Context: an optimization exercise on an open-source flow, tuned for small area and a short achievable clock period. The choices shown serve that exercise and are no tape-out recipe. At most, simulation tests tie the RTL to the original design; equivalence was not proved. No activity file was given, so power comes from the tool's default toggle rates.

==> indigo <==
==> flow/design.v (excerpt) <==
module silicon_net_top (
    input  logic          clk,
    input  logic          rst_n_i,
    output logic [127:0]  sa_data_o,
    output logic [3:0]    sa_valid_o,
    output logic [3:0]    sa_first_o,
    output logic [3:0]    sa_last_o,
    input  logic [3:0]    sa_ready_i,
    input  logic [127:0]  sa_data_i,
    input  logic [3:0]    sa_valid_i,
    input  logic [3:0]    sa_first_i,
    input  logic [3:0]    sa_last_i,
    output logic [3:0]    sa_ready_o,
    input  logic          ctl_read_i,
    input  logic          ctl_write_i,
    input  logic [15:0]   ctl_addr_i,
    input  logic [31:0]   ctl_wrdata_i,
    output logic [31:0]   ctl_rddata_o,
    output logic          ctl_rdvalid_o
);
export LEC_CHECK = 0
export CAP_MARGIN = 20
export CORE_MARGIN = 2
export CORE_UTILIZATION = 60
export SETUP_SLACK_MARGIN = 3.0
export SLEW_MARGIN = 20
create_clock -name core_clock -period 7.0 [get_ports {clk}]
standard.sh (not shown) runs the stock make flow with config.mk's settings and CLKGATE_MAP_FILE= SYNTH_SCRIPT=/design/flow/synth_recipe.tcl, a recipe that flattens the netlist after the stock synthesis.
==> flow/flow/run.sh <==
#!/bin/bash
# Standard ORFS layout (standard.sh's make command) with these changes:
#  - port buffers are buf_1 cells, sized up later by the repair steps where timing needs it;
#  - the clock tree uses clkbuf_8 cells in clusters of at most 18 sinks, without dummy loads;
#  - pins are grouped by function (io.tcl);
#  - delay cells and the weak a222oi are added to DONT_USE_CELLS, through a config file
#    that includes the standard flow's config.mk.
# The make output goes to flow_make.log; each ORFS step logs under orfs/logs.
set -euo pipefail
here=$(cd "$(dirname "$0")" && pwd)
work=$(pwd)
export BUFFER_PORTS_ARGS="-buffer_cell sky130_fd_sc_hd__buf_1"
export CTS_ARGS="-sink_clustering_enable -repair_clock_nets -dont_use_dummy_load -buf_list sky130_fd_sc_hd__clkbuf_8 -sink_clustering_size 18 -sink_clustering_max_diameter 50"
export IO_CONSTRAINTS="$here/io.tcl"
dont=""
for c in clkdlybuf4s15_1 clkdlybuf4s15_2 clkdlybuf4s18_1 clkdlybuf4s18_2 clkdlybuf4s25_1 \
         clkdlybuf4s25_2 clkdlybuf4s50_1 clkdlybuf4s50_2 dlygate4sd1_1 dlygate4sd2_1 \
         dlygate4sd3_1 dlymetal6s2s_1 dlymetal6s4s_1 dlymetal6s6s_1 a222oi_1; do
  dont="$dont sky130_fd_sc_hd__$c"
done
printf 'include %s\nexport DONT_USE_CELLS =%s\n' "$work/config.mk" "$dont" > "$work/flow_config.mk"
sed "s#DESIGN_CONFIG=[^ ]*#DESIGN_CONFIG=$work/flow_config.mk#" standard.sh > flow_standard.sh
bash flow_standard.sh > flow_make.log 2>&1
Other scripts of this flow, unchanged in this note and not shown: flow/flow/io.tcl
==> inputs of amber, as changes to indigo <==
--- a/flow/flow/run.sh
+++ b/flow/flow/run.sh
@@ -2,5 +2,5 @@
 # Standard ORFS layout (standard.sh's make command) with these changes:
 #  - port buffers are buf_1 cells, sized up later by the repair steps where timing needs it;
-#  - the clock tree uses clkbuf_8 cells in clusters of at most 18 sinks, without dummy loads;
+#  - the clock tree uses clkbuf_8 cells in clusters of at most 17 sinks, without dummy loads;
 #  - pins are grouped by function (io.tcl);
 #  - delay cells and the weak a222oi are added to DONT_USE_CELLS, through a config file
@@ -11,5 +11,5 @@
 work=$(pwd)
 export BUFFER_PORTS_ARGS="-buffer_cell sky130_fd_sc_hd__buf_1"
-export CTS_ARGS="-sink_clustering_enable -repair_clock_nets -dont_use_dummy_load -buf_list sky130_fd_sc_hd__clkbuf_8 -sink_clustering_size 18 -sink_clustering_max_diameter 50"
+export CTS_ARGS="-sink_clustering_enable -repair_clock_nets -dont_use_dummy_load -buf_list sky130_fd_sc_hd__clkbuf_8 -sink_clustering_size 17 -sink_clustering_max_diameter 50"
 export IO_CONSTRAINTS="$here/io.tcl"
 dont=""
==> qor summary <==
| metric | indigo | amber |
|---|---|---|
| Result of the run | complete, no violations | complete, no violations |
| Fraction of met2 tracks used by global routing | 0.708 | 0.710 |
| Total chip power | 0.00952 W | 0.00955 W |
| Antenna diodes | 14 | 8 |
| Average via count per standard cell | 7.97 | 7.95 |
| Summed area of non-filler cells in the final layout | 43700 um2 | 43500 um2 |
| Pwr Density | 218 nW/um2 | 219 nW/um2 |
| Final worst path period need | 4790 ps | 4770 ps |
| Routed length on met2 | 69200 um | 68900 um |
| Combinational power | 0.00132 W | 0.00133 W |
| Clock skew | 99.1 ps | 92.0 ps |
| Number of nets in the layout | 3782 | 3773 |
| Post-DR wirelength/cell | 42.0 um | 42.2 um |
| Data buffer area share | 0.0667 | 0.0654 |
| Clock-pin slew of the registers on the worst-case setup and hold paths | 80 ps | 90 ps |
| Start point of the critical path | sa_data_i[2] | sa_data_i[98] |
| P_leak | 16.4 nW | 16.4 nW |
| Vias | 34450 | 34247 |
| VDD IR-drop max | 0.322 mV | 0.317 mV |
| Int Pwr | 0.00671 W | 0.00672 W |
| Seq area share | 0.520 | 0.522 |
| Share of post-route cells with drive strength above 1 | 0.153 | 0.145 |
| Final worst setup slack | 2210 ps | 2230 ps |
| Period utilization | 0.684 | 0.682 |
| Multi-input combinational area share | 0.358 | 0.357 |
| CP Buf/Inv Count | 3 | 2 |
| Slowest Stage Delay on Critical Path | 440 ps | 480 ps |

==> inputs of job 4787 <==
==> flow/design.v <==
package net_pkg;
    localparam int NUM_PORTS   = 4;
    localparam int PORT_W      = 2;
    localparam int DATA_W      = 32;
    localparam int KEY_W       = 8;
    localparam int NUM_ENTRIES = 8;
    localparam int ENTRY_W     = 3;
    localparam int CNT_W       = 16;
    localparam int ADDR_W      = 16;
    localparam int KEY_LSB     = 0;
    localparam int MASK_LSB    = 8;
    localparam int EP_LSB      = 16;
    localparam int VALID_BIT   = 18;
    localparam int IDX_LSB     = 0;
    localparam int PORT_LSB    = 4;
    localparam int OP_LSB      = 8;
    typedef enum logic [3:0] {
        OP_WRITE_ENTRY  = 4'd1,
        OP_READ_ENTRY   = 4'd2,
        OP_READ_COUNTER = 4'd3
    } ctl_op_e;
    typedef enum logic {
        CNT_FORWARDED = 1'b0,
        CNT_DROPPED   = 1'b1
    } cnt_sel_e;
endpackage
`timescale 1ns/1ps
module silicon_net_top (
    input  logic          clk,
    input  logic          rst_n_i,
    output logic [127:0]  sa_data_o,
    output logic [3:0]    sa_valid_o,
    output logic [3:0]    sa_first_o,
    output logic [3:0]    sa_last_o,
    input  logic [3:0]    sa_ready_i,
    input  logic [127:0]  sa_data_i,
    input  logic [3:0]    sa_valid_i,
    input  logic [3:0]    sa_first_i,
    input  logic [3:0]    sa_last_i,
    output logic [3:0]    sa_ready_o,
    input  logic          ctl_read_i,
    input  logic          ctl_write_i,
    input  logic [15:0]   ctl_addr_i,
    input  logic [31:0]   ctl_wrdata_i,
    output logic [31:0]   ctl_rddata_o,
    output logic          ctl_rdvalid_o
);
    logic [3:0] op;
    logic [1:0] aport;
    logic [2:0] aidx;
    logic       tbl_wr;
    assign op     = ctl_addr_i[11:8];
    assign aport  = ctl_addr_i[5:4];
    assign aidx   = ctl_addr_i[2:0];
    assign tbl_wr = ctl_write_i && (op == 4'd1);
    logic [31:0]          tv_q;             
    logic [31:0][7:0]     tk_q;             
    logic [31:0][7:0]     tm_q;             
    logic [31:0][1:0]     te_q;             
    always_ff @(posedge clk or negedge rst_n_i) begin
        if (!rst_n_i) begin
            tv_q <= '0;
        end else if (tbl_wr) begin
            tv_q[{aport, aidx}] <= ctl_wrdata_i[18];
        end
    end
    always_ff @(posedge clk) begin
        if (tbl_wr) begin
            tk_q[{aport, aidx}] <= ctl_wrdata_i[7:0];
            tm_q[{aport, aidx}] <= ctl_wrdata_i[15:8];
            te_q[{aport, aidx}] <= ctl_wrdata_i[17:16];
        end
    end
    logic [3:0]      hit;
    logic [3:0][1:0] hit_ep;
    always_comb begin
        for (int p = 0; p < 4; p++) begin
            hit[p]    = 1'b0;
            hit_ep[p] = '0;
            for (int e = 7; e >= 0; e--) begin
                if (tv_q[8*p+e] && (((sa_data_i[32*p +: 8] ^ tk_q[8*p+e]) & tm_q[8*p+e]) == '0)) begin
                    hit[p]    = 1'b1;
                    hit_ep[p] = te_q[8*p+e];
                end
            end
        end
    end
    logic [3:0]      busy_q;
    logic [3:0][1:0] own_q;
    logic [3:0] owned;
    logic [3:0] own_rdy;
    always_comb begin
        owned   = '0;
        own_rdy = '0;
        for (int o = 0; o < 4; o++) begin
            for (int i = 0; i < 4; i++) begin
                if (busy_q[o] && (own_q[o] == 2'(i))) begin
                    owned[i]   = 1'b1;
                    own_rdy[i] = sa_ready_i[o];
                end
            end
        end
    end
    logic [3:0] drop_q;
    logic [3:0] beat;
    logic [3:0] fwd_inc;
    logic [3:0] drop_inc;
    always_comb begin
        for (int p = 0; p < 4; p++) begin
            sa_ready_o[p] = own_rdy[p] || drop_q[p] || !(owned[p] || hit[p]);
            beat[p]       = sa_valid_i[p] && sa_ready_o[p];
            fwd_inc[p]    = sa_valid_i[p] && sa_last_i[p] && own_rdy[p];
            drop_inc[p]   = sa_valid_i[p] && sa_last_i[p] && !owned[p] && (drop_q[p] || !hit[p]);
        end
    end
    always_ff @(posedge clk or negedge rst_n_i) begin
        if (!rst_n_i) begin
            drop_q <= '0;
        end else begin
            for (int p = 0; p < 4; p++) begin
                if (beat[p]) drop_q[p] <= !sa_last_i[p] && !owned[p];
            end
        end
    end
    logic [3:0]      gnt_v;
    logic [3:0][1:0] gnt_idx;
    always_comb begin
        logic [1:0] cand;
        for (int o = 0; o < 4; o++) begin
            gnt_v[o]   = 1'b0;
            gnt_idx[o] = own_q[o];
            for (int k = 4; k >= 1; k--) begin
                cand = own_q[o] + 2'(k);
                if (sa_valid_i[cand] && sa_first_i[cand] && hit[cand] && (hit_ep[cand] == 2'(o))) begin
                    gnt_v[o]   = 1'b1;
                    gnt_idx[o] = cand;
                end
            end
        end
    end
    always_ff @(posedge clk or negedge rst_n_i) begin
        if (!rst_n_i) begin
            busy_q <= '0;
            own_q  <= {4{2'd3}};
        end else begin
            for (int o = 0; o < 4; o++) begin
                if (!busy_q[o]) begin
                    if (gnt_v[o]) begin
                        busy_q[o] <= 1'b1;
                        own_q[o]  <= gnt_idx[o];
                    end
                end else if (sa_valid_o[o] && sa_ready_i[o] && sa_last_o[o]) begin
                    busy_q[o] <= 1'b0;
                end
            end
        end
    end
    always_comb begin
        for (int o = 0; o < 4; o++) begin
            sa_valid_o[o]        = busy_q[o] && sa_valid_i[own_q[o]];
            sa_first_o[o]        = sa_first_i[own_q[o]];
            sa_last_o[o]         = sa_last_i[own_q[o]];
            sa_data_o[32*o +: 32] = sa_data_i[32*own_q[o] +: 32];
        end
    end
    logic [3:0][15:0] fcnt_q;
    logic [3:0][15:0] dcnt_q;
    always_ff @(posedge clk or negedge rst_n_i) begin
        if (!rst_n_i) begin
            fcnt_q <= '0;
            dcnt_q <= '0;
        end else begin
            for (int p = 0; p < 4; p++) begin
                if (fwd_inc[p])  fcnt_q[p] <= fcnt_q[p] + 16'd1;
                if (drop_inc[p]) dcnt_q[p] <= dcnt_q[p] + 16'd1;
            end
        end
    end
    logic       rd_pend_q;
    logic       rs_ent_q;
    logic       rs_cnt_q;
    logic [1:0] rs_port_q;
    logic [2:0] rs_idx_q;
    logic       rs_inc_q;
    logic [18:0] rdata_q;
    always_ff @(posedge clk or negedge rst_n_i) begin
        if (!rst_n_i) begin
            rd_pend_q     <= 1'b0;
            ctl_rdvalid_o <= 1'b0;
        end else begin
            rd_pend_q     <= ctl_read_i;
            ctl_rdvalid_o <= rd_pend_q;
        end
    end
    always_ff @(posedge clk) begin
        rs_ent_q  <= (op == 4'd2);
        rs_cnt_q  <= (op == 4'd3);
        rs_port_q <= aport;
        rs_idx_q  <= aidx;
        rs_inc_q  <= aidx[0] ? drop_inc[aport] : fwd_inc[aport];
    end
    logic [15:0] cnt_sel;
    assign cnt_sel = rs_idx_q[0] ? dcnt_q[rs_port_q] : fcnt_q[rs_port_q];
    always_ff @(posedge clk) begin
        if (rs_ent_q) begin
            rdata_q <= {tv_q[{rs_port_q, rs_idx_q}], te_q[{rs_port_q, rs_idx_q}],
                        tm_q[{rs_port_q, rs_idx_q}], tk_q[{rs_port_q, rs_idx_q}]};
        end else if (rs_cnt_q) begin
            rdata_q <= {3'b000, cnt_sel - 16'(rs_inc_q)};
        end else begin
            rdata_q <= '0;
        end
    end
    assign ctl_rddata_o = {13'd0, rdata_q};
endmodule
==> flow/run.sh <==
#!/bin/bash
# synth_recipe.tcl (not shown) runs the flow's synth.tcl, then flattens the netlist and writes it again
# the make line also repeats each setting of config.mk as NAME=value (left out here)
make -C /OpenROAD-flow-scripts/flow DESIGN_CONFIG=/design/flow/config.mk WORK_HOME=/design/flow/orfs CLKGATE_MAP_FILE= SYNTH_SCRIPT=/design/flow/synth_recipe.tcl finish
==> flow/config.mk <==
export PLATFORM = sky130hd
export DESIGN_NAME = silicon_net_top
export DESIGN_NICKNAME = silicon_net_top
export VERILOG_FILES = /design/flow/design.v
export SDC_FILE = /design/flow/constraint.sdc
export NUM_CORES = 4
export LEC_CHECK = 0
export CAP_MARGIN = 20
export CORE_MARGIN = 2
export CORE_UTILIZATION = 40
export SLEW_MARGIN = 20
==> flow/constraint.sdc <==
create_clock -name core_clock -period 7.0 [get_ports {clk}]
set_input_delay 1.4000 -clock core_clock [delete_from_list [all_inputs] [get_ports {clk}]]
set_output_delay 1.4000 -clock core_clock [all_outputs]
set_load 0.01 [all_outputs]
==> job 156: changes against job 4787 <==
--- a/flow/design.v
+++ b/flow/design.v
@@ -86,18 +86,16 @@
         end
     end
     logic [3:0]      busy_q;
-    logic [3:0][1:0] own_q;
+    logic [15:0]     own_q;             
     logic [3:0] owned;
     logic [3:0] own_rdy;
     always_comb begin
         owned   = '0;
         own_rdy = '0;
-        for (int o = 0; o < 4; o++) begin
-            for (int i = 0; i < 4; i++) begin
-                if (busy_q[o] && (own_q[o] == 2'(i))) begin
-                    owned[i]   = 1'b1;
-                    own_rdy[i] = sa_ready_i[o];
-                end
+        for (int i = 0; i < 4; i++) begin
+            for (int o = 0; o < 4; o++) begin
+                owned[i]   = owned[i]   | (busy_q[o] & own_q[4*o+i]);
+                own_rdy[i] = own_rdy[i] | (busy_q[o] & own_q[4*o+i] & sa_ready_i[o]);
             end
         end
     end
@@ -122,32 +120,41 @@
             end
         end
     end
-    logic [3:0]      gnt_v;
-    logic [3:0][1:0] gnt_idx;
-    always_comb begin
-        logic [1:0] cand;
+    logic [15:0]     req;               
+    logic [15:0]     gnt;               
+    always_comb begin
         for (int o = 0; o < 4; o++) begin
-            gnt_v[o]   = 1'b0;
-            gnt_idx[o] = own_q[o];
-            for (int k = 4; k >= 1; k--) begin
-                cand = own_q[o] + 2'(k);
-                if (sa_valid_i[cand] && sa_first_i[cand] && hit[cand] && (hit_ep[cand] == 2'(o))) begin
-                    gnt_v[o]   = 1'b1;
-                    gnt_idx[o] = cand;
+            for (int i = 0; i < 4; i++) begin
+                req[4*o+i] = sa_valid_i[i] && sa_first_i[i] && hit[i] && (hit_ep[i] == 2'(o));
+            end
+        end
+    end
+    always_comb begin
+        for (int o = 0; o < 4; o++) begin
+            gnt[4*o +: 4] = '0;
+            for (int l = 0; l < 4; l++) begin
+                logic [3:0] g;
+                g = '0;
+                for (int k = 4; k >= 1; k--) begin
+                    if (req[4*o+(l + k) % 4]) begin
+                        g = '0;
+                        g[(l + k) % 4] = 1'b1;
+                    end
                 end
+                if (own_q[4*o+l]) gnt[4*o +: 4] = gnt[4*o +: 4] | g;
             end
         end
     end
     always_ff @(posedge clk or negedge rst_n_i) begin
         if (!rst_n_i) begin
             busy_q <= '0;
-            own_q  <= {4{2'd3}};
+            own_q  <= {4{4'b1000}};
         end else begin
             for (int o = 0; o < 4; o++) begin
                 if (!busy_q[o]) begin
-                    if (gnt_v[o]) begin
+                    if (|req[4*o +: 4]) begin
                         busy_q[o] <= 1'b1;
-                        own_q[o]  <= gnt_idx[o];
+                        own_q[4*o +: 4] <= gnt[4*o +: 4];
                     end
                 end else if (sa_valid_o[o] && sa_ready_i[o] && sa_last_o[o]) begin
                     busy_q[o] <= 1'b0;
@@ -157,10 +164,13 @@
     end
     always_comb begin
         for (int o = 0; o < 4; o++) begin
-            sa_valid_o[o]        = busy_q[o] && sa_valid_i[own_q[o]];
-            sa_first_o[o]        = sa_first_i[own_q[o]];
-            sa_last_o[o]         = sa_last_i[own_q[o]];
-            sa_data_o[32*o +: 32] = sa_data_i[32*own_q[o] +: 32];
+            sa_valid_o[o]         = busy_q[o] && |(own_q[4*o +: 4] & sa_valid_i);
+            sa_first_o[o]         = |(own_q[4*o +: 4] & sa_first_i);
+            sa_last_o[o]          = |(own_q[4*o +: 4] & sa_last_i);
+            sa_data_o[32*o +: 32] = '0;
+            for (int i = 0; i < 4; i++) begin
+                sa_data_o[32*o +: 32] = sa_data_o[32*o +: 32] | ({32{own_q[4*o+i]}} & sa_data_i[32*i +: 32]);
+            end
         end
     end
     logic [3:0][15:0] fcnt_q;
@@ -199,17 +209,22 @@
         rs_idx_q  <= aidx;
         rs_inc_q  <= aidx[0] ? drop_inc[aport] : fwd_inc[aport];
     end
-    logic [15:0] cnt_sel;
-    assign cnt_sel = rs_idx_q[0] ? dcnt_q[rs_port_q] : fcnt_q[rs_port_q];
+    logic [31:0] ent_sel;
+    logic [7:0]  cnt_sel;
+    logic [18:0] ent_rd;
+    logic [15:0] cnt_rd;
+    always_comb begin
+        for (int j = 0; j < 32; j++) ent_sel[j] = rs_ent_q && ({rs_port_q, rs_idx_q} == 5'(j));
+        for (int j = 0; j < 8; j++)  cnt_sel[j] = rs_cnt_q && ({rs_port_q, rs_idx_q[0]} == 3'(j));
+        ent_rd = '0;
+        for (int j = 0; j < 32; j++)
+            ent_rd = ent_rd | ({19{ent_sel[j]}} & {tv_q[j], te_q[j], tm_q[j], tk_q[j]});
+        cnt_rd = '0;
+        for (int j = 0; j < 4; j++)
+            cnt_rd = cnt_rd | ({16{cnt_sel[2*j]}} & fcnt_q[j]) | ({16{cnt_sel[2*j+1]}} & dcnt_q[j]);
+    end
     always_ff @(posedge clk) begin
-        if (rs_ent_q) begin
-            rdata_q <= {tv_q[{rs_port_q, rs_idx_q}], te_q[{rs_port_q, rs_idx_q}],
-                        tm_q[{rs_port_q, rs_idx_q}], tk_q[{rs_port_q, rs_idx_q}]};
-        end else if (rs_cnt_q) begin
-            rdata_q <= {3'b000, cnt_sel - 16'(rs_inc_q)};
-        end else begin
-            rdata_q <= '0;
-        end
+        rdata_q <= ent_rd | {3'b000, cnt_rd - 16'(rs_inc_q & rs_cnt_q)};
     end
     assign ctl_rddata_o = {13'd0, rdata_q};
 endmodule
==> job 4525: changes against job 4787 <==
--- a/flow/design.v
+++ b/flow/design.v
@@ -57,18 +57,26 @@
     logic [31:0][7:0]     tk_q;             
     logic [31:0][7:0]     tm_q;             
     logic [31:0][1:0]     te_q;             
+    logic [31:0] ent_wr;
+    always_comb begin
+        for (int j = 0; j < 32; j++) ent_wr[j] = tbl_wr && ({aport, aidx} == 5'(j));
+    end
     always_ff @(posedge clk or negedge rst_n_i) begin
         if (!rst_n_i) begin
             tv_q <= '0;
-        end else if (tbl_wr) begin
-            tv_q[{aport, aidx}] <= ctl_wrdata_i[18];
+        end else begin
+            for (int j = 0; j < 32; j++) begin
+                if (ent_wr[j]) tv_q[j] <= ctl_wrdata_i[18];
+            end
         end
     end
     always_ff @(posedge clk) begin
-        if (tbl_wr) begin
-            tk_q[{aport, aidx}] <= ctl_wrdata_i[7:0];
-            tm_q[{aport, aidx}] <= ctl_wrdata_i[15:8];
-            te_q[{aport, aidx}] <= ctl_wrdata_i[17:16];
+        for (int j = 0; j < 32; j++) begin
+            if (ent_wr[j]) begin
+                tk_q[j] <= ctl_wrdata_i[7:0];
+                tm_q[j] <= ctl_wrdata_i[15:8];
+                te_q[j] <= ctl_wrdata_i[17:16];
+            end
         end
     end
     logic [3:0]      hit;
@@ -86,18 +94,16 @@
         end
     end
     logic [3:0]      busy_q;
-    logic [3:0][1:0] own_q;
+    logic [15:0]     own_q;             
     logic [3:0] owned;
     logic [3:0] own_rdy;
     always_comb begin
         owned   = '0;
         own_rdy = '0;
-        for (int o = 0; o < 4; o++) begin
-            for (int i = 0; i < 4; i++) begin
-                if (busy_q[o] && (own_q[o] == 2'(i))) begin
-                    owned[i]   = 1'b1;
-                    own_rdy[i] = sa_ready_i[o];
-                end
+        for (int i = 0; i < 4; i++) begin
+            for (int o = 0; o < 4; o++) begin
+                owned[i]   = owned[i]   | (busy_q[o] & own_q[4*o+i]);
+                own_rdy[i] = own_rdy[i] | (busy_q[o] & own_q[4*o+i] & sa_ready_i[o]);
             end
         end
     end
@@ -122,32 +128,41 @@
             end
         end
     end
-    logic [3:0]      gnt_v;
-    logic [3:0][1:0] gnt_idx;
-    always_comb begin
-        logic [1:0] cand;
+    logic [15:0]     req;               
+    logic [15:0]     gnt;               
+    always_comb begin
         for (int o = 0; o < 4; o++) begin
-            gnt_v[o]   = 1'b0;
-            gnt_idx[o] = own_q[o];
-            for (int k = 4; k >= 1; k--) begin
-                cand = own_q[o] + 2'(k);
-                if (sa_valid_i[cand] && sa_first_i[cand] && hit[cand] && (hit_ep[cand] == 2'(o))) begin
-                    gnt_v[o]   = 1'b1;
-                    gnt_idx[o] = cand;
+            for (int i = 0; i < 4; i++) begin
+                req[4*o+i] = sa_valid_i[i] && sa_first_i[i] && hit[i] && (hit_ep[i] == 2'(o));
+            end
+        end
+    end
+    always_comb begin
+        for (int o = 0; o < 4; o++) begin
+            gnt[4*o +: 4] = '0;
+            for (int l = 0; l < 4; l++) begin
+                logic [3:0] g;
+                g = '0;
+                for (int k = 4; k >= 1; k--) begin
+                    if (req[4*o+(l + k) % 4]) begin
+                        g = '0;
+                        g[(l + k) % 4] = 1'b1;
+                    end
                 end
+                if (own_q[4*o+l]) gnt[4*o +: 4] = gnt[4*o +: 4] | g;
             end
         end
     end
     always_ff @(posedge clk or negedge rst_n_i) begin
         if (!rst_n_i) begin
             busy_q <= '0;
-            own_q  <= {4{2'd3}};
+            own_q  <= {4{4'b1000}};
         end else begin
             for (int o = 0; o < 4; o++) begin
                 if (!busy_q[o]) begin
-                    if (gnt_v[o]) begin
+                    if (|req[4*o +: 4]) begin
                         busy_q[o] <= 1'b1;
-                        own_q[o]  <= gnt_idx[o];
+                        own_q[4*o +: 4] <= gnt[4*o +: 4];
                     end
                 end else if (sa_valid_o[o] && sa_ready_i[o] && sa_last_o[o]) begin
                     busy_q[o] <= 1'b0;
@@ -157,10 +172,13 @@
     end
     always_comb begin
         for (int o = 0; o < 4; o++) begin
-            sa_valid_o[o]        = busy_q[o] && sa_valid_i[own_q[o]];
-            sa_first_o[o]        = sa_first_i[own_q[o]];
-            sa_last_o[o]         = sa_last_i[own_q[o]];
-            sa_data_o[32*o +: 32] = sa_data_i[32*own_q[o] +: 32];
+            sa_valid_o[o]         = busy_q[o] && |(own_q[4*o +: 4] & sa_valid_i);
+            sa_first_o[o]         = |(own_q[4*o +: 4] & sa_first_i);
+            sa_last_o[o]          = |(own_q[4*o +: 4] & sa_last_i);
+            sa_data_o[32*o +: 32] = '0;
+            for (int i = 0; i < 4; i++) begin
+                sa_data_o[32*o +: 32] = sa_data_o[32*o +: 32] | ({32{own_q[4*o+i]}} & sa_data_i[32*i +: 32]);
+            end
         end
     end
     logic [3:0][15:0] fcnt_q;
@@ -199,17 +217,22 @@
         rs_idx_q  <= aidx;
         rs_inc_q  <= aidx[0] ? drop_inc[aport] : fwd_inc[aport];
     end
-    logic [15:0] cnt_sel;
-    assign cnt_sel = rs_idx_q[0] ? dcnt_q[rs_port_q] : fcnt_q[rs_port_q];
+    logic [31:0] ent_sel;
+    logic [7:0]  cnt_sel;
+    logic [18:0] ent_rd;
+    logic [15:0] cnt_rd;
+    always_comb begin
+        for (int j = 0; j < 32; j++) ent_sel[j] = rs_ent_q && ({rs_port_q, rs_idx_q} == 5'(j));
+        for (int j = 0; j < 8; j++)  cnt_sel[j] = rs_cnt_q && ({rs_port_q, rs_idx_q[0]} == 3'(j));
+        ent_rd = '0;
+        for (int j = 0; j < 32; j++)
+            ent_rd = ent_rd | ({19{ent_sel[j]}} & {tv_q[j], te_q[j], tm_q[j], tk_q[j]});
+        cnt_rd = '0;
+        for (int j = 0; j < 4; j++)
+            cnt_rd = cnt_rd | ({16{cnt_sel[2*j]}} & fcnt_q[j]) | ({16{cnt_sel[2*j+1]}} & dcnt_q[j]);
+    end
     always_ff @(posedge clk) begin
-        if (rs_ent_q) begin
-            rdata_q <= {tv_q[{rs_port_q, rs_idx_q}], te_q[{rs_port_q, rs_idx_q}],
-                        tm_q[{rs_port_q, rs_idx_q}], tk_q[{rs_port_q, rs_idx_q}]};
-        end else if (rs_cnt_q) begin
-            rdata_q <= {3'b000, cnt_sel - 16'(rs_inc_q)};
-        end else begin
-            rdata_q <= '0;
-        end
+        rdata_q <= ent_rd | {3'b000, cnt_rd - 16'(rs_inc_q & rs_cnt_q)};
     end
     assign ctl_rddata_o = {13'd0, rdata_q};
 endmodule
==> flow/flow/run.sh (new file) <==
#!/bin/bash
# Standard ORFS layout with lighter port buffers and a smaller clock tree.
# Each tool's output goes to ORFS's own logs under orfs/logs; the make output to flow_make.log.
set -euo pipefail
export BUFFER_PORTS_ARGS="-buffer_cell sky130_fd_sc_hd__buf_1"
export CTS_ARGS="-sink_clustering_enable -repair_clock_nets -dont_use_dummy_load -buf_list sky130_fd_sc_hd__clkbuf_8 -sink_clustering_size 15 -sink_clustering_max_diameter 50"
bash standard.sh > flow_make.log 2>&1
==> flow/standard.sh (new file) <==
#!/bin/bash
# synth_recipe.tcl (not shown) runs the flow's synth.tcl, then flattens the netlist and writes it again
# the make line also repeats each setting of config.mk as NAME=value (left out here)
make -C /OpenROAD-flow-scripts/flow DESIGN_CONFIG=/design/flow/config.mk WORK_HOME=/design/flow/orfs CLKGATE_MAP_FILE= SYNTH_SCRIPT=/design/flow/synth_recipe.tcl "${@:-finish}"
Settings changed: CORE_UTILIZATION 40 to 60, SETUP_SLACK_MARGIN from default to 2.5.
removed: flow/run.sh
==> Flow_metrics.wiki <==
{| class="wikitable"
! Metric !! Value
|-
| Status || complete, no violations
|-
| Power Dens Cells || 235 nW/µm²
|-
| Final cell area excluding filler cells || 54200 µm²
|-
| Share of the synthesized area in the top cell type || 0.380
|-
| Most common cell after layout, fill and taps aside || sky130_fd_sc_hd__nand2_1
|}
Source of the figures above: job 156

==> Flow_metrics.wiki <==
{| class="wikitable"
! Metric !! Value
|-
| Multi-input gate area || roughly 24000 µm²
|-
| Status || complete, no violations
|-
| Power Dens Cells || roughly 260 nW/µm²
|-
| Share of the synthesized area in the top cell type || 0.365
|-
| Most common cell after layout, fill and taps aside || sky130_fd_sc_hd__edfxtp_1
|-
| Final cell area excluding filler cells || 55500 µm²
|-
| Number of violations of the max-capacitance limit || 0
|-
| Multi-input combinational gate total || roughly 2800
|}
Source of the figures above: job 4787

==> Flow_metrics.wiki <==
{| class="wikitable"
! Metric !! Value
|-
| Total routing resource utilization after global routing || 0.557
|-
| Status || complete, no violations
|-
| Power Dens Cells || between 200 and 250 nW/µm²
|-
| Most common cell after layout, fill and taps aside || sky130_fd_sc_hd__edfxtp_1
|-
| Share of the synthesized area in the top cell type || 0.446
|-
| Final cell area excluding filler cells || 45200 µm²
|}
Source of the figures above: job 4525

The RTL of job 156 was laid out without a check of its function.

## static timing again, ports no longer ideal
The results above use ideal ports. As a check the final layouts listed here were re-extracted and re-timed, cells and wires unchanged.
Step 1 (the two cells are an assumption about what drives the block):
set clk [get_ports {clk}]
set_driving_cell -lib_cell sky130_fd_sc_hd__clkbuf_16 $clk
set_driving_cell -lib_cell sky130_fd_sc_hd__buf_2 [delete_from_list [all_inputs] $clk]
Step 2 moves the port delays by t, midway between the first and last clock arrival at a register: inputs arrive t later, outputs are due t later. That takes back most of the time a late clock gives input paths.
Slacks: no drivers / after step 1 / after step 2; pairs: no drivers / after step 1.
| run | t (ns) | setup WS [ns] | latest minus earliest clock arrival (ns) | slew at the worst register clock pin (ns) |
|---|---|---|---|---|
| indigo | 0.806 | 2.213 / 2.150 / 2.087 | 0.100 / 0.099 | 0.11 / 0.11 |
| amber | 0.781 | 2.227 / 2.172 / 2.059 | 0.092 / 0.093 | 0.11 / 0.11 |
| job 4787 | 0.744 | 0.655 / 0.628 / 0.628 | 0.037 / 0.037 | 0.07 / 0.07 |
| job 156 | 0.780 | 0.550 / 0.521 / 0.521 | 0.047 / 0.047 | 0.08 / 0.08 |
| job 4525 | 0.761 | 2.035 / 2.004 / 1.355 | 0.138 / 0.138 | 0.11 / 0.11 |
After both steps setup and hold are still met in every run listed. The setup slack of job 4525, which loses most, moves by -0.031 ns with the drivers and by -0.680 ns with both steps.
